This design comes from an exercise in tuning for small area, a short achievable clock period and few clock cycles per item on the open sky130 flow, not from production work.
The RTL was checked by simulation tests, not by an equivalence proof against the original design.
Power is estimated from default activity; no workload was simulated.

`flow/config.mk`:
```
export PLATFORM = sky130hd
export DESIGN_NAME = dataPath
export DESIGN_NICKNAME = dataPath
export VERILOG_FILES = /design/flow/design.v
export SDC_FILE = /design/flow/constraint.sdc
export NUM_CORES = 4
export LEC_CHECK = 0
export CAP_MARGIN = 20
export CORE_MARGIN = 2
export CORE_UTILIZATION = 40
export SLEW_MARGIN = 20
```
`flow/constraint.sdc`:
```
create_clock -name core_clock -period 7.0 [get_ports {Clock}]
set_input_delay 1.4000 -clock core_clock [delete_from_list [all_inputs] [get_ports {Clock}]]
set_output_delay 1.4000 -clock core_clock [all_outputs]
set_load 0.01 [all_outputs]
```
`flow/design.v`:
```
`default_nettype none
package datapathPkg;
    typedef logic [32-1:0]       word_t;    
    typedef logic [2*32-1:0]     dword_t;   
    typedef logic [$clog2(16)-1:0] regSel_t;
    typedef enum logic [4:0] {
        opAdd = 5'b00011,
        opSub = 5'b00100,
        opAnd = 5'b00101,
        opOr  = 5'b00110,
        opMul = 5'b01110,
        opShl = 5'b11000,
        opShr = 5'b11001
    } aluOp_t;
    typedef struct packed {
        logic rf;
        logic pc;
        logic ir;
        logic ry;
        logic mdr;
        logic rzLo;
        logic rzHi;
        logic mar;
        logic hi;
        logic lo;
    } busSource_t;
    typedef struct packed {
        logic rf;
        logic pc;
        logic ir;
        logic ry;
        logic rz;
        logic mar;
        logic mdr;
        logic hi;
        logic lo;
        logic incPc;
        logic read;    
    } regLoad_t;
endpackage
`default_nettype wire
`timescale 1ns/1ps
`default_nettype none
module registerFile (
    input  logic               Clock,
    input  logic               rstN,
    input  datapathPkg::regSel_t regSel,
    input  logic               write,
    input  datapathPkg::word_t dataIn,
    output datapathPkg::word_t dataOut
);
    datapathPkg::word_t regs [16];
    always_ff @(posedge Clock or negedge rstN) begin
        if (!rstN) begin
            for (int i = 0; i < 16; i++) begin
                regs[i] <= '0;
            end
        end else if (write) begin
            regs[regSel] <= dataIn;    
        end
    end
    assign dataOut = regs[regSel];
endmodule
`default_nettype wire
`timescale 1ns/1ps
`default_nettype none
module specialRegisters (
    input  logic                  Clock,
    input  logic                  rstN,
    input  datapathPkg::regLoad_t loadSel,
    input  datapathPkg::word_t    bus,
    input  datapathPkg::word_t    mdataIn,
    input  datapathPkg::dword_t   aluResult,
    output datapathPkg::word_t    pc,
    output datapathPkg::word_t    ir,
    output datapathPkg::word_t    mar,
    output datapathPkg::word_t    mdr,
    output datapathPkg::word_t    hi,
    output datapathPkg::word_t    lo,
    output datapathPkg::word_t    ry,
    output datapathPkg::word_t    rzLo,
    output datapathPkg::word_t    rzHi
);
    datapathPkg::word_t mdrNext;
    assign mdrNext = loadSel.read ? mdataIn : bus;
    always_ff @(posedge Clock or negedge rstN) begin
        if (!rstN) begin
            pc   <= '0;
            ir   <= '0;
            mar  <= '0;
            mdr  <= '0;
            hi   <= '0;
            lo   <= '0;
            ry   <= '0;
            rzLo <= '0;
            rzHi <= '0;
        end else begin
            if (loadSel.pc) begin
                pc <= bus;               
            end else if (loadSel.incPc) begin
                pc <= pc + datapathPkg::word_t'(1);
            end
            if (loadSel.ir) begin
                ir <= bus;
            end
            if (loadSel.mar) begin
                mar <= bus;
            end
            if (loadSel.mdr) begin
                mdr <= mdrNext;
            end
            if (loadSel.hi) begin
                hi <= bus;
            end
            if (loadSel.lo) begin
                lo <= bus;
            end
            if (loadSel.ry) begin
                ry <= bus;               
            end
            if (loadSel.rz) begin
                {rzHi, rzLo} <= aluResult;
            end
        end
    end
endmodule
`default_nettype wire
`timescale 1ns/1ps
`default_nettype none
module busMux (
    input  logic                    Clock,    
    input  datapathPkg::busSource_t outSel,
    input  datapathPkg::word_t      rf,
    input  datapathPkg::word_t      pc,
    input  datapathPkg::word_t      ir,
    input  datapathPkg::word_t      ry,
    input  datapathPkg::word_t      mdr,
    input  datapathPkg::word_t      rzLo,
    input  datapathPkg::word_t      rzHi,
    input  datapathPkg::word_t      mar,
    input  datapathPkg::word_t      hi,
    input  datapathPkg::word_t      lo,
    output datapathPkg::word_t      bus
);
    always_comb begin
        bus = '0;
        if (outSel.rf) begin
            bus = rf;
        end else if (outSel.pc) begin
            bus = pc;
        end else if (outSel.ir) begin
            bus = ir;
        end else if (outSel.ry) begin
            bus = ry;
        end else if (outSel.mdr) begin
            bus = mdr;
        end else if (outSel.rzLo) begin
            bus = rzLo;
        end else if (outSel.rzHi) begin
            bus = rzHi;
        end else if (outSel.mar) begin
            bus = mar;
        end else if (outSel.hi) begin
            bus = hi;
        end else if (outSel.lo) begin
            bus = lo;
        end
    end
endmodule
`default_nettype wire
`timescale 1ns/1ps
`default_nettype none
module alu (
    input  logic                Clock,
    input  logic                rstN,
    input  datapathPkg::aluOp_t opSelect,
    input  logic                start,
    input  datapathPkg::word_t  a,
    input  datapathPkg::word_t  b,
    output datapathPkg::dword_t result,
    output logic                finished
);
    localparam int wordWidth  = 32;
    localparam int countWidth = $clog2(32);    
    typedef enum logic [1:0] {
        idle,
        shifting,
        multiplying
    } aluState_t;
    aluState_t             state;
    logic [countWidth-1:0] stepCount;       
    logic [countWidth-1:0] shiftAmount;
    datapathPkg::word_t                 mcand;           
    logic                  shiftLeft;       
    logic                  leftDir;
    datapathPkg::word_t                 shiftSrc;
    datapathPkg::word_t                 shifted;
    datapathPkg::word_t                 simpleResult;
    function automatic datapathPkg::dword_t mulStep(datapathPkg::dword_t prod, datapathPkg::word_t m);
        logic [wordWidth:0] sum;
        if (prod[0]) begin
            sum = {1'b0, prod[2*wordWidth-1:wordWidth]} + {1'b0, m};
        end else begin
            sum = {1'b0, prod[2*wordWidth-1:wordWidth]};
        end
        mulStep = {sum, prod[wordWidth-1:1]};
    endfunction
    assign shiftAmount = b[countWidth-1:0];
    assign shiftSrc = (state == idle) ? a : result[wordWidth-1:0];
    assign leftDir  = (state == idle) ? (opSelect == datapathPkg::opShl) : shiftLeft;
    assign shifted  = leftDir ? (shiftSrc << 1) : (shiftSrc >> 1);
    always_comb begin
        case (opSelect)
            datapathPkg::opAdd:   simpleResult = a + b;    
            datapathPkg::opSub:   simpleResult = a - b;
            datapathPkg::opAnd:   simpleResult = a & b;
            datapathPkg::opOr:    simpleResult = a | b;
            default: simpleResult = '0;
        endcase
    end
    always_ff @(posedge Clock or negedge rstN) begin
        if (!rstN) begin
            state     <= idle;
            stepCount <= '0;
            mcand     <= '0;
            shiftLeft <= 1'b0;
            result    <= '0;
            finished  <= 1'b0;
        end else begin
            finished <= 1'b0;
            case (state)
                idle: begin
                    if (start) begin
                        mcand     <= a;
                        shiftLeft <= (opSelect == datapathPkg::opShl);
                        if (opSelect == datapathPkg::opMul) begin
                            result    <= mulStep({{wordWidth{1'b0}}, b}, a);
                            stepCount <= countWidth'(32 - 1);
                            state     <= multiplying;
                        end else if (opSelect == datapathPkg::opShl || opSelect == datapathPkg::opShr) begin
                            if (shiftAmount == '0) begin
                                result   <= {{wordWidth{1'b0}}, a};
                                finished <= 1'b1;
                            end else if (shiftAmount == countWidth'(1)) begin
                                result   <= {{wordWidth{1'b0}}, shifted};
                                finished <= 1'b1;
                            end else begin
                                result    <= {{wordWidth{1'b0}}, shifted};
                                stepCount <= shiftAmount - 1'b1;
                                state     <= shifting;
                            end
                        end else begin
                            result   <= {{wordWidth{1'b0}}, simpleResult};
                            finished <= 1'b1;
                        end
                    end
                end
                shifting: begin
                    result    <= {{wordWidth{1'b0}}, shifted};
                    stepCount <= stepCount - 1'b1;
                    if (stepCount == countWidth'(1)) begin
                        finished <= 1'b1;
                        state    <= idle;
                    end
                end
                multiplying: begin
                    result    <= mulStep(result, mcand);
                    stepCount <= stepCount - 1'b1;
                    if (stepCount == countWidth'(1)) begin
                        finished <= 1'b1;    
                        state    <= idle;
                    end
                end
                default: state <= idle;
            endcase
        end
    end
endmodule
`default_nettype wire
`timescale 1ns/1ps
`default_nettype none
module dataPath (
    input  logic        Clock,
    input  logic        rstN,
    input  logic [9:0]  outSel,      
    input  logic [10:0] loadSel,     
    input  logic [3:0]  regSel,
    input  logic [4:0]  opSelect,
    input  logic        start,
    input  logic [31:0] mdataIn,
    output logic [31:0] busOut,
    output logic        finished
);
    datapathPkg::busSource_t outSelS;
    datapathPkg::regLoad_t   loadSelS;
    datapathPkg::aluOp_t     opSelectS;
    assign outSelS   = datapathPkg::busSource_t'(outSel);
    assign loadSelS  = datapathPkg::regLoad_t'(loadSel);
    assign opSelectS = datapathPkg::aluOp_t'(opSelect);
    datapathPkg::word_t  rfOut;
    datapathPkg::word_t  pc;
    datapathPkg::word_t  ir;
    datapathPkg::word_t  mar;
    datapathPkg::word_t  mdr;
    datapathPkg::word_t  hi;
    datapathPkg::word_t  lo;
    datapathPkg::word_t  ry;
    datapathPkg::word_t  rzLo;
    datapathPkg::word_t  rzHi;
    datapathPkg::dword_t aluResult;
    registerFile u_registerFile (
        .Clock   (Clock),
        .rstN    (rstN),
        .regSel  (regSel),
        .write   (loadSelS.rf),
        .dataIn  (busOut),
        .dataOut (rfOut)
    );
    specialRegisters u_specialRegisters (
        .Clock     (Clock),
        .rstN      (rstN),
        .loadSel   (loadSelS),
        .bus       (busOut),
        .mdataIn   (mdataIn),
        .aluResult (aluResult),
        .pc        (pc),
        .ir        (ir),
        .mar       (mar),
        .mdr       (mdr),
        .hi        (hi),
        .lo        (lo),
        .ry        (ry),
        .rzLo      (rzLo),
        .rzHi      (rzHi)
    );
    busMux u_busMux (
        .Clock  (Clock),
        .outSel (outSelS),
        .rf     (rfOut),
        .pc     (pc),
        .ir     (ir),
        .ry     (ry),
        .mdr    (mdr),
        .rzLo   (rzLo),
        .rzHi   (rzHi),
        .mar    (mar),
        .hi     (hi),
        .lo     (lo),
        .bus    (busOut)
    );
    alu u_alu (
        .Clock    (Clock),
        .rstN     (rstN),
        .opSelect (opSelectS),
        .start    (start),
        .a        (ry),
        .b        (busOut),
        .result   (aluResult),
        .finished (finished)
    );
endmodule
`default_nettype wire
```
`flow/run.sh`:
```
#!/bin/bash
# synth_recipe.tcl (not shown) runs the flow's synth.tcl, then flattens the netlist and writes it again
# the make line also repeats each setting of config.mk as NAME=value (left out here)
make -C /OpenROAD-flow-scripts/flow DESIGN_CONFIG=/design/flow/config.mk WORK_HOME=/design/flow/orfs CLKGATE_MAP_FILE= SYNTH_SCRIPT=/design/flow/synth_recipe.tcl finish
```
==> out/summary.txt <==
CORE AREA = 118100 sq um
Worst-path clk slew = 0.06 ns
Fraction of layout cells with a size suffix above 1 = 15.57%
Area share of the largest cell type after synthesis = 47.58%
Worst-path fanout max = 8
Starting density of the core = 40.31%
Final GP Congestion = 0.9816
H-tree levels = 3
Syn Inst Count = 5230
CTS Buffer Depth = 3
Fin Setup TNS = 0 ns
Post-synth EDFFs = 0
Drt first pass iters = 6
Largest net degree at the start of global routing = 161
Root buf cell = clkbuf_16
Startpoint class of the critical path = input port
Setup Crit Path Kind = input port to flop
Wire length per cell = 27.69 microns
Die Height = 348.9 microns
Total Wirelength = 193700 microns
Setup Skew = 0.04124 ns
Die Wd = 348.9 microns
Synth area leader = dfrtp_1
CP endpoint kind = flop
Post-Place Worst Slack = -0.04775 ns
Seq/Total Area, Yosys = 47.58%
GR Overflow Total = 0
DRC Markers = 0
Antenna viol nets, final = 0
TritonCTS clock tree = yes
Site Rows = 126
Top FF cell, synth = dfrtp_1
P_leak = 24.38 nW
Final hold violation count = 0
Crit path DAT = 7.10 ns
F_max = 153.4 MHz
Worst IR Drop VDD = 0.0002448 V
Power Dens Cells = 338.4 nW/um^2
Mapped Area = 47590 sq um
Post-DP HPWL = 133900 microns
Post-CTS Setup Bufs = 0
First-pass GRT wire length = 283200 microns
Top-Level Pins = 98
Dpl cell area = 52080 sq um
Worst Hold Class = flop to flop
GRT Overall Usage = 31.39%
# setup viols final = 0
Tcrit/Tclk final = 93.11%
#FFs+latches synth = 905
Async SR Flop Fraction = 100.0%
Final non-filler cell area = 55650 sq um
Number of hold buffers added after cts = 0
RSZ-0062 raised after global routing = no
Tightest Pin Transition = 1.212 ns
Mean Syn Cell Area = 9.100 sq um
Max_slew headroom = 19.21%
Status = finished clean
Synth Net Count = 5373
Top cells by area, synth = dfrtp_1 (48%), o21ai_0 (8.2%), nand2_1 (5.8%), a21oi_1 (4.4%), mux2_2 (3.6%)
Port bufs = 97
Post-synthesis cell type count = 99
Tmin final = 6.518 ns
DR iter-0 viols = 5400
Flop-to-flop setup slack = 1.19 ns
Final #Nets = 5523
CP required = 7.59 ns
Initial antenna violation count = 12
Slew Limit Fails = 0
DR vias = 43350
Fin worst setup slack = 0.4820 ns
Vias in the first global route = 41020
Post-CTS Resized = 0
Total CTS buffers = 98
Clk sink count = 905
Max capacitance violation total = 0
Die area = 121800 sq um
Yosys Warn Count = 5
Drt via density = 6.196
Worst skew pair latency = 0.73 ns
Area Growth Syn to Fin = 16.93%
-- layout make-up --
class                           instances  area (sq um)
Fill cell                           11150         62430
Sequential cell                       905         22650
Clock buffer                          140          2903
Multi-Input combinational cell       3762         22750
Timing Repair Buffer                  528          4439
Clock inverter                         39         659.4
Tap cell                             1536          1922
Inverter                               85         320.3
Antenna cell                            2         5.005
-- kinds of logic (layout without fill, tap and decap cells) --
| kind of cell | count (synthesis) | after routing | synth area share, % |
|---|---|---|---|
| AOI/OAI and AO/OA | 1870 | 1870 | 23.86 |
| and+or+nand+nor | 1430 | 1430 | 12.96 |
| DFF | 905 | 905 | 47.58 |
| buffers and inverters | 563 | 792 | 5.037 |
| muxes | 279 | 279 | 6.551 |
| xor gates and xnor gates | 105 | 105 | 1.932 |
| adders and majority gates | 78 | 78 | 2.082 |
| other | 0 | 2 | 0 |
-- path summary, 6_finish.rpt --
check,startpoint,endpoint,cells past startpoint
worst min register to register,u_registerFile.regs[10][29]$_DFFE_PN0P_,u_registerFile.regs[10][29]$_DFFE_PN0P_,2
worst min-delay path,u_registerFile.regs[10][29]$_DFFE_PN0P_,u_registerFile.regs[10][29]$_DFFE_PN0P_,2
min in group asynchronous,rstN,u_registerFile.regs[2][1]$_DFFE_PN0P_,1
worst max-delay path,outSel[3],u_alu.result[28]$_DFFE_PN0P_,24
worst max register to register,u_registerFile.regs[6][9]$_DFFE_PN0P_,u_alu.result[28]$_DFFE_PN0P_,22
max in group asynchronous,rstN,u_registerFile.regs[9][30]$_DFFE_PN0P_,2
-- critical path, stage by stage --
cell,delay [ns]
clkdlybuf4s50_1,0.69
or2_1,0.37
buf_4,0.18
a221oi_1,0.05
o31ai_1,0.45
a221oi_1,0.16
o32a_1,0.39
and3_1,0.21
and4bb_1,0.28
and2_1,0.18
a21oi_1,0.17
xnor2_1,0.15
ha_1,0.27
buf_4,0.16
a21o_1,0.15
a21oi_1,0.24
o21ai_0,0.11
and2_1,0.18
a2111oi_1,0.36
buf_4,0.20
nor3_1,0.07
o31ai_1,0.32
a2111oi_0,0.16
o22a_1,0.21
-- routing by layer --
| metal | up-vias | GRT usage, % | wire length (microns) |
|---|---|---|---|
| met1 | 21360 | 41.51 | 77140 |
| li1 | 19020 | - | - |
| met5 | - | 0 | 65 |
| met2 | 2361 | 46.88 | 83310 |
| met4 | 12 | 18.06 | 13190 |
| met3 | 590 | 7.648 | 20040 |
-- power breakdown --
part / internal [mW] / switching, mW / total (mW)
Combinational: 2.24 / 3.35 / 5.58
Clock: 3.38 / 2.35 / 5.73
Sequential: 6.45 / 1.07 / 7.52
-- placed cells by master, fill, tap and decap left out, types with 26 or more instances in the layout --
master	count
a21o_1	30
o22ai_1	71
o21ai_0	783
and3_1	32
nor3_1	28
a211oi_1	37
clkdlybuf4s50_1	79
xnor2_1	80
inv_1	72
mux2_2	153
dfrtp_1	904
a221o_1	26
nor2_1	375
a21oi_1	420
mux2i_1	103
buf_4	412
a22oi_1	92
ha_1	74
a221oi_1	82
clkbuf_16	100
nor2b_1	46
nand2_1	737
nand3_1	60
a31oi_1	45
-- synthesized netlist by cell type, drive strengths merged, types with 11 or more instances --
master / n
a221o: 26
and2: 13
o21a: 20
o32a: 17
and3: 32
o221ai: 25
xor2: 25
xnor2: 80
nand4: 14
nor3b: 13
dfrtp: 905
a21oi: 423
a21o: 30
nor2b: 50
a2111oi: 13
clkbuf: 357
nand2b: 22
buf: 121
a31oi: 45
o211ai: 17
a22oi: 93
mux2: 164
mux2i: 107
o31a: 11
nor4: 11
inv: 80
a22o: 18
nand2: 739
o21ai: 798
o22ai: 71
nand3: 75
a32oi: 19
a211oi: 37
nand3b: 11
ha: 76
nor3: 34
nor2: 381
a221oi: 83
o31ai: 23
-- registers in the layout (all words and copies together), names as in the netlist --
register                 cells
u_alu.finished               1
u_alu.mcand                 32
u_alu.result                64
u_alu.shiftLeft              1
u_alu.state                  2
u_alu.stepCount              5
u_registerFile.regs        512
u_specialRegisters.hi       32
u_specialRegisters.ir       32
u_specialRegisters.lo       32
u_specialRegisters.mar      32
u_specialRegisters.mdr      32
u_specialRegisters.pc       32
u_specialRegisters.ry       32
u_specialRegisters.rzHi     32
u_specialRegisters.rzLo     32
-- through the flow --
stage                     power, mW  util [%]  hold slack, ns  instances
after floorplan               10.59         -          0.4413       5230
after global placement        12.89     44.11          0.4549       6816
after detailed placement      13.00     44.11          0.4641       6816
after CTS                     18.71     47.12          0.4773       6995
after global routing          19.66     47.13          0.4901       6995
final                         18.83     47.13          0.4727       6997
Testbench counts, summed over its fixed seeds: cycles 88,037, ops 6,400.

## static timing again, ports no longer ideal
In the flow no input, the clock included, has a driving cell. The finished layout below was timed again as built, in two steps.
Step 1 (the two cells are an assumption about what drives the block):
set clk [get_ports {Clock}]
set_driving_cell -lib_cell sky130_fd_sc_hd__clkbuf_16 $clk
set_driving_cell -lib_cell sky130_fd_sc_hd__buf_2 [delete_from_list [all_inputs] $clk]
Step 2 adds t to the input delays and takes it off the output delays; t is the mean of the earliest and latest rising clock arrival at the registers after step 1. Input paths then give back, and output paths get back, about the clock's delay inside the block.
Slacks: ideal ports / drivers / drivers and shift; pairs: ideal ports / drivers.
t (ns): 0.782
setup slack, ns: 0.482 / 0.501 / -0.251
hold WS [ns]: 0.473 / 0.473 / 0.473
clock arrival spread, ns: 0.043 / 0.042
cell pins on the clock port's net: 1
Met with ideal ports but missed after step 2: setup timing in this run. The setup slack of this run moves by +0.019 ns with the drivers and by -0.733 ns with both steps.
